Source: an optimization exercise on an open RTL-to-GDS flow (aim: small area, a short achievable clock period and few clock cycles per item). Production flows keep margins and buffers that such runs may drop. Only simulation tests tie the RTL to the original design; equivalence was not proved. Power is estimated from default activity; no workload was simulated.

===== flow/config.mk =====
export PLATFORM = sky130hd
export DESIGN_NAME = deque_search
export DESIGN_NICKNAME = deque_search
export VERILOG_FILES = /design/flow/design.v
export SDC_FILE = /design/flow/constraint.sdc
export NUM_CORES = 4
export LEC_CHECK = 0
export CAP_MARGIN = 20
export CORE_MARGIN = 2
export CORE_UTILIZATION = 40
export SLEW_MARGIN = 20

===== flow/constraint.sdc =====
create_clock -name core_clock -period 5.0 [get_ports {clk}]
set_input_delay 1.0000 -clock core_clock [delete_from_list [all_inputs] [get_ports {clk}]]
set_output_delay 1.0000 -clock core_clock [all_outputs]
set_load 0.01 [all_outputs]

===== flow/design.v =====
`timescale 1ns / 1ps
package dqvs_pkg;
  localparam int DEPTH_DEF = 64;
  localparam int COUNT_W   = 7;
  localparam logic [2:0] CMD_PUSH_BACK  = 3'd0;
  localparam logic [2:0] CMD_PUSH_FRONT = 3'd1;
  localparam logic [2:0] CMD_POP_FRONT  = 3'd2;
  localparam logic [2:0] CMD_POP_BACK   = 3'd3;
  localparam logic [2:0] CMD_SEARCH     = 3'd4;
  localparam logic [1:0] ST_OK       = 2'd0;
  localparam logic [1:0] ST_EMPTY    = 2'd1;
  localparam logic [1:0] ST_FULL     = 2'd2;
  localparam logic [1:0] ST_NOTFOUND = 2'd3;
  typedef enum logic {
    S_IDLE,
    S_SEARCH
  } state_t;
  typedef struct packed {
    logic [2:0]         cmd;
    logic signed [31:0] value;
  } in_t;
  typedef struct packed {
    logic [1:0]           status;
    logic signed [31:0]   found_value;
    logic [COUNT_W-1:0]   count;
  } out_t;
endpackage
`timescale 1ns / 1ps
module dqvs_mem #(
  parameter int DEPTH = dqvs_pkg::DEPTH_DEF
) (
  input  logic                     clk,
  input  logic                     we,
  input  logic [$clog2(DEPTH)-1:0] waddr,
  input  logic [31:0]              wdata,
  input  logic                     re,
  input  logic [$clog2(DEPTH)-1:0] raddr,
  output logic [31:0]              rdata
);
  logic [31:0] mem_r [DEPTH];
  logic [31:0] rdata_r;
  always_ff @(posedge clk) begin
    if (we) begin
      mem_r[waddr] <= wdata;
    end
  end
  always_ff @(posedge clk) begin
    if (re) begin
      rdata_r <= mem_r[raddr];
    end
  end
  assign rdata = rdata_r;
endmodule
`timescale 1ns / 1ps
module dqvs_ctrl #(
  parameter int DEPTH = dqvs_pkg::DEPTH_DEF
) (
  input  logic                     clk,
  input  logic                     rst_n,
  input  logic                     start,
  output logic                     busy,
  input  dqvs_pkg::in_t            in_data,
  output logic                     out_valid,
  output dqvs_pkg::out_t           out_data,
  output logic                     mem_we,
  output logic [$clog2(DEPTH)-1:0] mem_waddr,
  output logic [31:0]              mem_wdata,
  output logic                     mem_re,
  output logic [$clog2(DEPTH)-1:0] mem_raddr,
  input  logic [31:0]              mem_rdata
);
  localparam int PTR_W = $clog2(DEPTH);
  localparam int CNT_W = $clog2(DEPTH + 1);
  localparam logic [PTR_W-1:0] LAST_PTR = PTR_W'(DEPTH - 1);
  localparam logic [CNT_W-1:0] FULL_CNT = CNT_W'(DEPTH);
  dqvs_pkg::state_t  state_r, state_nxt;
  logic [PTR_W-1:0]  front_r, front_nxt;
  logic [PTR_W-1:0]  back_r, back_nxt;
  logic [CNT_W-1:0]  cnt_r, cnt_nxt;
  logic [31:0]       key_r, key_nxt;
  logic [PTR_W-1:0]  p_r, p_nxt;
  logic [CNT_W-1:0]  idx_r, idx_nxt;
  logic              pend_r, pend_nxt;
  logic              out_valid_r, out_valid_nxt;
  dqvs_pkg::out_t    out_r, out_nxt;
  logic [PTR_W-1:0]  back_inc, front_inc, back_dec, front_dec, p_inc;
  logic              full, empty, hit;
  logic [CNT_W+dqvs_pkg::COUNT_W-1:0] cnt_ext;
  assign back_inc  = (back_r == LAST_PTR) ? '0 : back_r + PTR_W'(1);
  assign front_inc = (front_r == LAST_PTR) ? '0 : front_r + PTR_W'(1);
  assign p_inc     = (p_r == LAST_PTR) ? '0 : p_r + PTR_W'(1);
  assign back_dec  = (back_r == '0) ? LAST_PTR : back_r - PTR_W'(1);
  assign front_dec = (front_r == '0) ? LAST_PTR : front_r - PTR_W'(1);
  assign full  = (cnt_r == FULL_CNT);
  assign empty = (cnt_r == '0);
  assign hit   = pend_r && (mem_rdata == key_r);
  assign cnt_ext = {{dqvs_pkg::COUNT_W{1'b0}}, cnt_nxt};
  always_comb begin
    state_nxt     = state_r;
    front_nxt     = front_r;
    back_nxt      = back_r;
    cnt_nxt       = cnt_r;
    key_nxt       = key_r;
    p_nxt         = p_r;
    idx_nxt       = idx_r;
    pend_nxt      = 1'b0;
    out_valid_nxt = 1'b0;
    out_nxt       = out_r;
    mem_we        = 1'b0;
    mem_waddr     = back_r;
    mem_wdata     = in_data.value;
    mem_re        = 1'b0;
    mem_raddr     = p_r;
    case (state_r)
      dqvs_pkg::S_IDLE: begin
        if (start) begin
          out_valid_nxt       = 1'b1;
          out_nxt.status      = dqvs_pkg::ST_OK;
          out_nxt.found_value = '0;
          case (in_data.cmd)
            dqvs_pkg::CMD_PUSH_BACK: begin
              if (full) begin
                out_nxt.status = dqvs_pkg::ST_FULL;
              end else begin
                mem_we    = 1'b1;
                mem_waddr = back_r;
                back_nxt  = back_inc;
                cnt_nxt   = cnt_r + CNT_W'(1);
              end
            end
            dqvs_pkg::CMD_PUSH_FRONT: begin
              if (full) begin
                out_nxt.status = dqvs_pkg::ST_FULL;
              end else begin
                mem_we    = 1'b1;
                mem_waddr = front_dec;
                front_nxt = front_dec;
                cnt_nxt   = cnt_r + CNT_W'(1);
              end
            end
            dqvs_pkg::CMD_POP_FRONT: begin
              if (empty) begin
                out_nxt.status = dqvs_pkg::ST_EMPTY;
              end else begin
                front_nxt = front_inc;
                cnt_nxt   = cnt_r - CNT_W'(1);
              end
            end
            dqvs_pkg::CMD_POP_BACK: begin
              if (empty) begin
                out_nxt.status = dqvs_pkg::ST_EMPTY;
              end else begin
                back_nxt = back_dec;
                cnt_nxt  = cnt_r - CNT_W'(1);
              end
            end
            dqvs_pkg::CMD_SEARCH: begin
              if (empty) begin
                out_nxt.status = dqvs_pkg::ST_NOTFOUND;
              end else begin
                out_valid_nxt = 1'b0;
                state_nxt     = dqvs_pkg::S_SEARCH;
                key_nxt       = in_data.value;
                p_nxt         = front_r;
                idx_nxt       = '0;
              end
            end
            default: begin
            end
          endcase
          out_nxt.count = cnt_ext[dqvs_pkg::COUNT_W-1:0];
        end
      end
      dqvs_pkg::S_SEARCH: begin
        if (hit) begin
          state_nxt           = dqvs_pkg::S_IDLE;
          out_valid_nxt       = 1'b1;
          out_nxt.status      = dqvs_pkg::ST_OK;
          out_nxt.found_value = key_r;
          out_nxt.count       = cnt_ext[dqvs_pkg::COUNT_W-1:0];
        end else if (idx_r == cnt_r) begin
          state_nxt           = dqvs_pkg::S_IDLE;
          out_valid_nxt       = 1'b1;
          out_nxt.status      = dqvs_pkg::ST_NOTFOUND;
          out_nxt.found_value = '0;
          out_nxt.count       = cnt_ext[dqvs_pkg::COUNT_W-1:0];
        end else begin
          mem_re    = 1'b1;
          mem_raddr = p_r;
          p_nxt     = p_inc;
          idx_nxt   = idx_r + CNT_W'(1);
          pend_nxt  = 1'b1;
        end
      end
      default: begin
        state_nxt = dqvs_pkg::S_IDLE;
      end
    endcase
  end
  always_ff @(posedge clk) begin
    if (!rst_n) begin
      state_r     <= dqvs_pkg::S_IDLE;
      front_r     <= '0;
      back_r      <= '0;
      cnt_r       <= '0;
      pend_r      <= 1'b0;
      out_valid_r <= 1'b0;
    end else begin
      state_r     <= state_nxt;
      front_r     <= front_nxt;
      back_r      <= back_nxt;
      cnt_r       <= cnt_nxt;
      pend_r      <= pend_nxt;
      out_valid_r <= out_valid_nxt;
    end
  end
  always_ff @(posedge clk) begin
    key_r <= key_nxt;
    p_r   <= p_nxt;
    idx_r <= idx_nxt;
    out_r <= out_nxt;
  end
  assign busy      = (state_r != dqvs_pkg::S_IDLE);
  assign out_valid = out_valid_r;
  assign out_data  = out_r;
endmodule
`timescale 1ns / 1ps
module deque_with_value_search #(
  parameter int DEPTH = dqvs_pkg::DEPTH_DEF
) (
  input  logic           clk,
  input  logic           rst_n,
  input  logic           start,
  output logic           busy,
  input  dqvs_pkg::in_t  in_data,
  output logic           out_valid,
  output dqvs_pkg::out_t out_data
);
  localparam int PTR_W = $clog2(DEPTH);
  logic             mem_we, mem_re;
  logic [PTR_W-1:0] mem_waddr, mem_raddr;
  logic [31:0]      mem_wdata, mem_rdata;
  dqvs_ctrl #(
    .DEPTH(DEPTH)
  ) u_ctrl (
    .clk       (clk),
    .rst_n     (rst_n),
    .start     (start),
    .busy      (busy),
    .in_data   (in_data),
    .out_valid (out_valid),
    .out_data  (out_data),
    .mem_we    (mem_we),
    .mem_waddr (mem_waddr),
    .mem_wdata (mem_wdata),
    .mem_re    (mem_re),
    .mem_raddr (mem_raddr),
    .mem_rdata (mem_rdata)
  );
  dqvs_mem #(
    .DEPTH(DEPTH)
  ) u_mem (
    .clk   (clk),
    .we    (mem_we),
    .waddr (mem_waddr),
    .wdata (mem_wdata),
    .re    (mem_re),
    .raddr (mem_raddr),
    .rdata (mem_rdata)
  );
endmodule
`timescale 1ns / 1ps
module deque_search (
  input  logic        clk,
  input  logic        rst_n,
  input  logic        start,
  output logic        busy,
  input  logic [2:0]  in_cmd,
  input  logic [31:0] in_value,
  output logic        out_valid,
  output logic [1:0]  out_status,
  output logic [31:0] out_found_value,
  output logic [6:0]  out_count
);
  dqvs_pkg::in_t  in_data;
  dqvs_pkg::out_t out_data;
  assign in_data.cmd   = in_cmd;
  assign in_data.value = in_value;
  deque_with_value_search #(
    .DEPTH(dqvs_pkg::DEPTH_DEF)
  ) u_deque (
    .clk       (clk),
    .rst_n     (rst_n),
    .start     (start),
    .busy      (busy),
    .in_data   (in_data),
    .out_valid (out_valid),
    .out_data  (out_data)
  );
  assign out_status      = out_data.status;
  assign out_found_value = out_data.found_value;
  assign out_count       = out_data.count;
endmodule

===== flow/run.sh =====
#!/bin/bash
# synth_recipe.tcl (not shown) runs the flow's synth.tcl, then flattens the netlist and writes it again
# the make line also repeats each setting of config.mk as NAME=value (left out here)
make -C /OpenROAD-flow-scripts/flow DESIGN_CONFIG=/design/flow/config.mk WORK_HOME=/design/flow/orfs CLKGATE_MAP_FILE= SYNTH_SCRIPT=/design/flow/synth_recipe.tcl finish

==> results.txt <==
==> worst min-delay path by stage <==
stage / cells past startpoint / slack [ps] / end
floorplan: 2 / 490 / u_deque.u_ctrl.front_r[0]
global placement: 2 / 510 / u_deque.u_ctrl.front_r[0]
detailed placement: 2 / 520 / u_deque.u_ctrl.front_r[0]
CTS: 2 / 540 / u_deque.u_ctrl.front_r[0]
global route: 2 / 570 / u_deque.u_ctrl.front_r[0]
finish: 2 / 540 / u_deque.u_ctrl.front_r[0]
==> synthesized netlist by cell type, types with 3 or more instances <==
master	instances	area share, %
sky130_fd_sc_hd__xor2_1	37	0.38
sky130_fd_sc_hd__a21oi_1	86	0.51
sky130_fd_sc_hd__or3_1	5	0.037
sky130_fd_sc_hd__nor3b_1	8	0.071
sky130_fd_sc_hd__o21ai_0	50	0.30
sky130_fd_sc_hd__o211ai_1	7	0.062
sky130_fd_sc_hd__buf_1	25	0.11
sky130_fd_sc_hd__nand4_1	5	0.037
sky130_fd_sc_hd__edfxtp_1	2166	77
sky130_fd_sc_hd__dfxtp_1	22	0.52
sky130_fd_sc_hd__a31o_2	3	0.031
sky130_fd_sc_hd__a211o_1	7	0.073
sky130_fd_sc_hd__inv_1	13	0.058
sky130_fd_sc_hd__o221ai_1	5	0.052
sky130_fd_sc_hd__nor4_1	13	0.096
sky130_fd_sc_hd__a22oi_1	91	0.81
sky130_fd_sc_hd__a31oi_1	26	0.19
sky130_fd_sc_hd__a211oi_1	24	0.21
sky130_fd_sc_hd__nand3b_1	5	0.044
sky130_fd_sc_hd__nor2_1	119	0.53
sky130_fd_sc_hd__o31ai_1	6	0.053
sky130_fd_sc_hd__mux4_2	506	14
sky130_fd_sc_hd__ha_1	10	0.15
sky130_fd_sc_hd__nand2b_1	11	0.082
sky130_fd_sc_hd__o2bb2ai_1	3	0.031
sky130_fd_sc_hd__and2_1	16	0.12
sky130_fd_sc_hd__buf_4	15	0.13
sky130_fd_sc_hd__nand3_1	22	0.13
sky130_fd_sc_hd__mux2_2	37	0.49
sky130_fd_sc_hd__clkbuf_1	114	0.51
sky130_fd_sc_hd__nor3_1	26	0.15
sky130_fd_sc_hd__a21o_1	4	0.036
sky130_fd_sc_hd__o22a_1	21	0.22
sky130_fd_sc_hd__mux2i_1	103	1.2
sky130_fd_sc_hd__nor2b_1	11	0.082
sky130_fd_sc_hd__and3_1	40	0.30
sky130_fd_sc_hd__buf_2	58	0.34
sky130_fd_sc_hd__o22ai_1	49	0.36
sky130_fd_sc_hd__nand2_1	82	0.36
sky130_fd_sc_hd__xnor2_1	15	0.16
sky130_fd_sc_hd__a311o_1	3	0.036
==> power groups by stage <==
stage | sequential [W] | clock [W] | combinational [W]
2_1_floorplan | 0.0206 | 0 | 0.000489
3_3_place_gp | 0.0206 | 0 | 0.00129
3_5_place_dp | 0.0206 | 0 | 0.00131
4_1_cts | 0.0202 | 0.0160 | 0.00131
5_1_grt | 0.0202 | 0.0166 | 0.00137
6_report | 0.0202 | 0.0157 | 0.00131
==> final cells by class <==
| class | instances | area (um2) | share of cell area [%] |
|---|---|---|---|
| Antenna cell | 3 | 7.507 | 0.007717 |
| Clock buffer | 272 | 5644 | 5.802 |
| Clock inverter | 128 | 1202 | 1.236 |
| Inverter | 13 | 48.80 | 0.05016 |
| Multi-Input combinational cell | 1484 | 18480 | 19.00 |
| Sequential cell | 2188 | 65480 | 67.31 |
| Tap cell | 2805 | 3510 | 3.607 |
| Timing Repair Buffer | 289 | 2910 | 2.991 |
==> worst register-to-register path, stage by stage (launching register included) <==
cell                      delay (ps)
sky130_fd_sc_hd__dfxtp_1         370
sky130_fd_sc_hd__inv_1           100
sky130_fd_sc_hd__ha_1            220
sky130_fd_sc_hd__or4b_1          650
sky130_fd_sc_hd__nor3_4          340
sky130_fd_sc_hd__nor4_2           90
sky130_fd_sc_hd__buf_4           180
sky130_fd_sc_hd__or3_1           340
sky130_fd_sc_hd__a21o_1          290
sky130_fd_sc_hd__buf_4           260
sky130_fd_sc_hd__nor2_4          830
==> through the flow <==
| stage | setup WS [ps] | utilization, % | hold slack [ps] | cells |
|---|---|---|---|---|
| final | 909.3 | 46.42 | 543.7 | 7182 |
| after detailed placement | 465.3 | 43.06 | 524.5 | 6771 |
| after CTS | 902.4 | 46.33 | 535.6 | 7171 |
| after global placement | 428.1 | 43.06 | 508.4 | 6771 |
| after global routing | 728.4 | 46.42 | 566.7 | 7179 |
| after floorplan | 48.44 | - | 486.5 | 3897 |
==> per-layer routing <==
metal / global-route usage [%] / wire [um] / vias to the layer above
li1: - / - / 17040
met1: 31.73 / 97960 / 22620
met3: 4.346 / 21460 / 269
met4: 5.382 / 5626 / 6
met2: 31.25 / 104600 / 2095
met5: 0 / 34 / -
==> kinds of logic (layout without fill, tap and decap cells) <==
group | after synthesis | in the layout | share of synthesized area (%)
other cells | 0 | 3 | 0
fa+ha+maj | 10 | 10 | 0.1483
compound gates | 402 | 402 | 3.164
xor+xnor | 52 | 52 | 0.5397
mux | 646 | 646 | 15.22
flops | 2188 | 2188 | 77.60
buf+inv | 225 | 702 | 1.154
simple gates | 374 | 374 | 2.171
==> flip-flops by register name (all words and copies together) (netlist names) <==
signal	flops
u_deque.u_ctrl.back_r	6
u_deque.u_ctrl.cnt_r	7
u_deque.u_ctrl.front_r	6
u_deque.u_ctrl.idx_r	7
u_deque.u_ctrl.key_r	32
u_deque.u_ctrl.out_r	41
u_deque.u_ctrl.out_valid_r	1
u_deque.u_ctrl.p_r	6
u_deque.u_ctrl.pend_r	1
u_deque.u_ctrl.state_r	1
u_deque.u_mem.mem_r	2048
u_deque.u_mem.rdata_r	32
==> summary.md <==
| Metric | Value |
|---|---|
| Total count of max-transition violations in the final report | 0 |
| Power share of the sequential group | between 50% and 60% |
| Worst max-slew margin expressed relative to the limit | a little under a quarter |
| DRC violation count after routing | 0 |
| Start of the worst register-to-register path | u_deque.u_ctrl.cnt_r[1] |
| Placed wire-length estimate after detailed placement | between 100,000 and 150,000 um |
| Period utilisation layout | about four fifths |
| Layout Nets | approximately 4.2k |
| DRT antenna net count | 0 |
| Commonest non-fill, non-tap cells in the layout | 2,166 x sky130_fd_sc_hd__edfxtp_1, 506 x sky130_fd_sc_hd__mux4_2, 215 x sky130_fd_sc_hd__clkbuf_16, 165 x sky130_fd_sc_hd__buf_4, 103 x sky130_fd_sc_hd__mux2i_1 |
| Distinct cells, synth | 60 |
| Final total negative setup slack | 0 ps |
| Most common cell after layout, fill and taps aside | sky130_fd_sc_hd__edfxtp_1 |
| Clock buffer depth | 3 |
| Post-synth net total | 3,945 |
| Share of power burned in combinational logic | ~3.5% |
| Slowest Stage Delay on Critical Path | approximately 800 ps |
| Sequential cell area fraction in the yosys report | 77.60% |
| Via density | 5.852 |
| Count of flip-flops with a built-in enable after synthesis | 2,166 |
| Overall die area | 214,600 um2 |
| Max Cap Violations | 0 |
| Count of cell instances traversed by the critical path | 10 |
| Slowest cell on the critical path | sky130_fd_sc_hd__nor2_4 |
| Number of antenna violations at the first check in global routing | 13 |
| Hold violation count in the final report | 0 |
| Clock latency on the worst-skew pair | approximately 860 ps |
| Clk network pwr share | a little over two fifths |
| Final-report setup violation count | 0 |
| IO Port Bufs | 80 |
| Maximum ir drop on the vdd rail | around 0.34 mV |
| Switch Pwr | between 0.007 and 0.008 W |
| Avg Cell Area, Syn | 21.65 um2 |
| Post-route cell area | approximately 97,000 um2 |
| Area Growth Syn to Fin | 15.29% |
| Gate count after technology mapping | between 3k and 4k |
| Number of clock sinks | 2,188 |
| Final min period | just over 4000 ps |
| Number of gates given a new drive strength after cts | 0 |
| Count of cells along the worst register-to-register path | 10 |
| Number of buffers inserted during clock tree synthesis | around 210 |
| Gr ovfl total | 0 |
| Number of H-tree levels | 4 |
| GP Congestion | 0.9014 |
| Endpoint class of the critical path | flip-flop |
| Vias | 42.03k |
| Total GRT Usage | 21.04% |
| Number of storage elements in the synthesis netlist | 2,188 |
| Fillers | 17.32k |
| Std cell rows | approximately 170 |
| Number of global-route vias before repair | about 40k |
| Clock Skews | roughly 52 ps |
| Chip width | about 460 um |
| Dominant synthesized flop cell | sky130_fd_sc_hd__edfxtp_1 |
| WL final | 229,700 um |
| Switching part of the total | roughly a fifth |
| Total setup buffers inserted after CTS | 0 |
| Mapped cell area | ~84,000 um2 |
| Register-to-register setup slack | 910 ps |
| P per Cell Area | 382.8 nW/um2 |
| Most Frequent Cell on Critical Path | sky130_fd_sc_hd__buf_4 |
| Routed wire per std cell | approximately 32 um |
| Power Internal | just under 0.03 W |
| LEAKAGE | 30.29 nW |
| Pin count of the biggest net entering global routing | approximately 130 |
| Worst r2r dst | u_deque.u_mem.mem_r[53][26] |
| Worst path bufs/invs | 3 |
| Max Fanout on Critical Path | 32 |
| Result of the run | finished clean |
| Required time worst endpoint | ~5400 ps |
| Async set-or-reset flop fraction in the synthesized netlist | 0% |
| Min-Delay Startpoint | u_deque.u_ctrl.front_r[0] |
| First-pass GRT wire length | around 320,000 um |
| Worst setup path start | u_deque.u_ctrl.cnt_r[1] |
| Initial standard-cell utilization of the core | between 40% and 50% |
| Core area | approximately 210,000 um2 |
| List of cells traversed by the critical path | inv_1 > ha_1 > or4b_1 > nor3_4 > nor4_2 > buf_4 > or3_1 > a21o_1 > buf_4 > nor2_4 |
| Setup repair after global routing missed its margin | false |
| Number of buffers added to fix hold violations after cts | 0 |
| Clock Pin Slew Worst Setup and Hold Paths | 70 ps |
| Number of I/O pins | 81 |
| Crit path max-delay family | simple AND/OR/NAND/NOR gates |
| Startpoint Class | flip-flop |
| 1st-pass router iterations | 5 |
| Endpoint arrival time on the critical path | 4530 ps |
| Buffer type at the clock tree root | sky130_fd_sc_hd__clkbuf_16 |
| Critical path endpoint | u_deque.u_mem.mem_r[53][26] |
| Crit Path Category | flip-flop to flip-flop |
| Worst hold path type | flip-flop to flip-flop |
| Cell area reported after detailed placement | ~90,000 um2 |
| Clock tree from TritonCTS | built |
| Power, Total | between 0.03 and 0.04 W |
| Tightest Pin Transition | roughly 1100 ps |
| Maximum clock frequency | 0.2445 GHz |
| Layout cell share with drive strength beyond 1 | a little over a quarter |
| Warning count from the yosys run | 2 |
| Drt first-iter violations | around 6.3k |
| Die Height | around 460 um |
Testbench counts, summed over its fixed seeds: cycles 117,630, commands 12,000.

-- static timing again, ports no longer ideal --
How much do the figures lean on ideal ports? The routed layout below was timed once more, with nothing changed but the port constraints. Step 1, drivers: a clkbuf_16 drives clk and a buf_2 each remaining input, both assumed. Step 2 also shifts input and output timing later by t, the mid clock arrival at the registers, as if the neighbouring blocks saw the same clock. Three values: ideal ports, drivers, drivers and shift; two values: the first two.
shift t [ns]: 0.924
setup slack, ns: 0.909 / 0.909 / 0.376
hold WS [ns]: 0.544 / 0.544 / 0.544
slew at the worst register clock pin (ns): 0.07 / 0.07
After both steps setup and hold are still met in this run. The setup slack of this run moves by 0.000 ns with the drivers and by -0.533 ns with both steps.
